What follows belongs to an exercise in optimizing a design on an open flow for small area, a short achievable clock period and few clock cycles; a production flow would make more cautious choices. Where RTL was checked, it was by simulation tests only, not by an equivalence proof against the original. Power figures rest on the tool's default switching activity, not on a simulated workload.

Setup of main:
Design periodic_repeat_timer_scheduler, start of the top module:
module periodic_repeat_timer_scheduler #(
    parameter int NUM_SLOTS   = 16,
    parameter int PERIOD_BITS = 24
) (
    input  logic                              i_clk,
    input  logic                              i_rst_n,
    input  logic                              start,
    output logic                              busy,
    input  logic [1:0]                        i_mode,
    input  logic [prts_pkg::IN_PERIOD_W-1:0]  i_period_ms,
    input  logic [prts_pkg::REP_W-1:0]        i_repeat_count,
    input  logic [prts_pkg::ID_W-1:0]         i_cancel_id,
    output logic                              o_valid,
    output logic [2:0]                        o_kind,
    output logic [prts_pkg::ID_W-1:0]         o_result_id,
    output logic                              o_last
);
export LEC_CHECK = 0
export CAP_MARGIN = 20
export CORE_MARGIN = 2
export CORE_UTILIZATION = 40
export SETUP_SLACK_MARGIN = 4.7
export SLEW_MARGIN = 20
create_clock -name core_clock -period 7.5 [get_ports {i_clk}]
standard.sh (not shown) runs the stock make flow with config.mk's settings and CLKGATE_MAP_FILE= SYNTH_SCRIPT=/design/flow/synth_recipe.tcl, a recipe that flattens the netlist after the stock synthesis.
==> flow/flow/run.sh <==
#!/bin/bash
# The standard layout, with clock tree synthesis told to cluster up to 25 sinks within 60 um
# per leaf buffer and to add no dummy loads. The make output goes to standard_flow.log; each
# tool's own log is also under orfs/logs/.
set -uo pipefail
bash standard.sh \
  "CTS_ARGS=-sink_clustering_enable -repair_clock_nets -dont_use_dummy_load -sink_clustering_size 25 -sink_clustering_max_diameter 60" \
  finish > standard_flow.log 2>&1
main completed end to end with timing, DRC and antenna clean.
Changes in the feature branch relative to main:
Settings: CTS_CLUSTER_SIZE: unset -> 25; CTS_CLUSTER_DIAMETER: unset -> 60.
==> flow/run.sh (new file) <==
#!/bin/bash
# synth_recipe.tcl (not shown) runs the flow's synth.tcl, then flattens the netlist and writes it again
# the make line also repeats each setting of config.mk as NAME=value (left out here)
make -C /OpenROAD-flow-scripts/flow DESIGN_CONFIG=/design/flow/config.mk WORK_HOME=/design/flow/orfs CLKGATE_MAP_FILE= SYNTH_SCRIPT=/design/flow/synth_recipe.tcl finish
removed: flow/flow/run.sh
removed: flow/standard.sh
--- outcome ---
met4 as the top routing layer in use was reported by the feature branch, and met5 by main.
[compare] base=main new=the feature branch: total power saw an increase, switching share of power increased by 2.8 points relative to the old numbers, first-pass GRT wire length now larger.
Function was not checked in any run of this note: the RTL went through the layout flow alone.

wip/willow:
Another version of the RTL of periodic_repeat_timer_scheduler (not shown whole).
Size in the first run: roughly 5800 cells after synthesis.
Settings: LEC_CHECK=0, CAP_MARGIN=20, CORE_MARGIN=2, CORE_UTILIZATION=40, SETUP_SLACK_MARGIN=4.7, SLEW_MARGIN=20; clock period 7.5 ns.
==> flow/flow/run.sh <==
#!/bin/bash
# The standard layout, with clock tree synthesis told to cluster up to 16 sinks within 40 um
# per leaf buffer and to add no dummy loads. The make output goes to standard_flow.log; each
# tool's own log is also under orfs/logs/.
set -uo pipefail
bash standard.sh \
  "CTS_ARGS=-sink_clustering_enable -repair_clock_nets -dont_use_dummy_load -sink_clustering_size 16 -sink_clustering_max_diameter 40" \
  finish > standard_flow.log 2>&1
Testbench counts of wip/willow, summed over its fixed seeds: cycles 32,247.
Input changes introduced in wip/violet (baseline for comparison: wip/willow):
- swapping 40 for 60 in CORE_UTILIZATION
- putting PLACE_DENSITY at 0.7 where nothing was set
- swapping 4.7 for 4.75 in SETUP_SLACK_MARGIN
==> flow/flow/run.sh <==
#!/bin/bash
# The standard layout, with the port buffers inserted as buf_2 cells (the flow then resizes
# them), and clock tree synthesis told to cluster up to 25 sinks within 60 um per leaf buffer
# and to add no dummy loads. The make output goes to standard_flow.log; each tool's own log
# is also under orfs/logs/.
set -uo pipefail
bash standard.sh \
  "BUFFER_PORTS_ARGS=-buffer_cell sky130_fd_sc_hd__buf_2" \
  "CTS_ARGS=-sink_clustering_enable -repair_clock_nets -dont_use_dummy_load -sink_clustering_size 25 -sink_clustering_max_diameter 60" \
  finish > standard_flow.log 2>&1
### Flow results
wip/violet: PASS, flow complete, no timing, DRC or antenna violations. Relative to wip/willow, the routed length on met1 of wip/violet is lower by 5600 µm. Compared with wip/willow, wip/violet shows cell count lower by 816. Area of combinational cells with multiple inputs: wip/violet vs wip/willow, no meaningful difference. Worst setup slack: wip/violet better than wip/willow. Routed wire in wip/violet totals less than in wip/willow. Looking at number of core rows, wip/violet sits below wip/willow. Compound-cell area share of the yosys netlist: wip/willow vs wip/violet — no meaningful difference. wip/violet against wip/willow: die area shows a reduction of 57000 µm², final period utilization shows a reduction of 0.79 points, post-layout utilization of the core shows an increase of 20 points, share of total power in combinational logic shows an increase of 0.4 points.
### wip/violet -> wip/harbor
- PLACE_DENSITY changed from 0.7 to 0.78
- SETUP_SLACK_MARGIN changed from 4.75 to 4.8
- CORE_UTILIZATION changed from 60 to 68
==> flow/flow/run.sh <==
#!/bin/bash
# The standard layout, with the port buffers inserted as buf_4 cells (the flow then resizes
# them), and clock tree synthesis told to cluster up to 25 sinks within 60 um per leaf buffer
# and to add no dummy loads. The make output goes to standard_flow.log; each tool's own log
# is also under orfs/logs/.
set -uo pipefail
bash standard.sh \
  "BUFFER_PORTS_ARGS=-buffer_cell sky130_fd_sc_hd__buf_4" \
  "CTS_ARGS=-sink_clustering_enable -repair_clock_nets -dont_use_dummy_load -sink_clustering_size 25 -sink_clustering_max_diameter 60" \
  finish > standard_flow.log 2>&1
--- outcome ---
wip/harbor gives less global-route wire length before repair than wip/violet did.
The number of inserted filler cells in the final layout in wip/harbor is 0.76 times that in wip/violet.
For setup slack on the worst flop-to-flop path, wip/violet and wip/harbor come out practically identical.
Timing, DRC, antenna: 0 failures across wip/violet and wip/harbor
Ratio of final minimum period to clock period essentially unchanged between wip/violet and wip/harbor.
On worst setup slack, wip/violet and wip/harbor are basically level.
Clock tree buffer count of the final layout (wip/harbor over wip/violet): decrease, 6.9%

[separate check: timing with driven ports]
The results above use ideal ports. As a check the final layouts listed here were re-extracted and re-timed, cells and wires unchanged. Step 1 (the two cells are an assumption about what drives the block):
set clk [get_ports {i_clk}]
set_driving_cell -lib_cell sky130_fd_sc_hd__clkbuf_16 $clk
set_driving_cell -lib_cell sky130_fd_sc_hd__buf_2 [delete_from_list [all_inputs] $clk]
Step 2, shift: input delay + t, output delay - t, t = (earliest + latest rising clock arrival at the registers) / 2. This alone moves slack from input paths to output paths. a / b / c = ideal / step 1 / step 2; a / b = the first two.
| run | t (ns) | setup slack, ns | hold WS [ns] | clock arrival spread, ns |
|---|---|---|---|---|
| main | 0.809 | 4.567 / 4.567 / 3.924 | 0.434 / 0.434 / 0.434 | 0.104 / 0.103 |
| the feature branch | 0.841 | 4.576 / 4.576 / 3.922 | 0.436 / 0.436 / 0.436 | 0.058 / 0.057 |
| wip/willow | 0.877 | 4.682 / 4.598 / 4.166 | 0.452 / 0.452 / 0.452 | 0.101 / 0.101 |
| wip/violet | 0.780 | 4.741 / 4.672 / 4.434 | 0.465 / 0.465 / 0.465 | 0.088 / 0.088 |
| wip/harbor | 0.781 | 4.740 / 4.710 / 4.503 | 0.464 / 0.464 / 0.464 | 0.093 / 0.093 |
After both steps setup and hold are still met in every run listed. The setup slack of the feature branch, which loses most, moves by 0.000 ns with the drivers and by -0.654 ns with both steps.
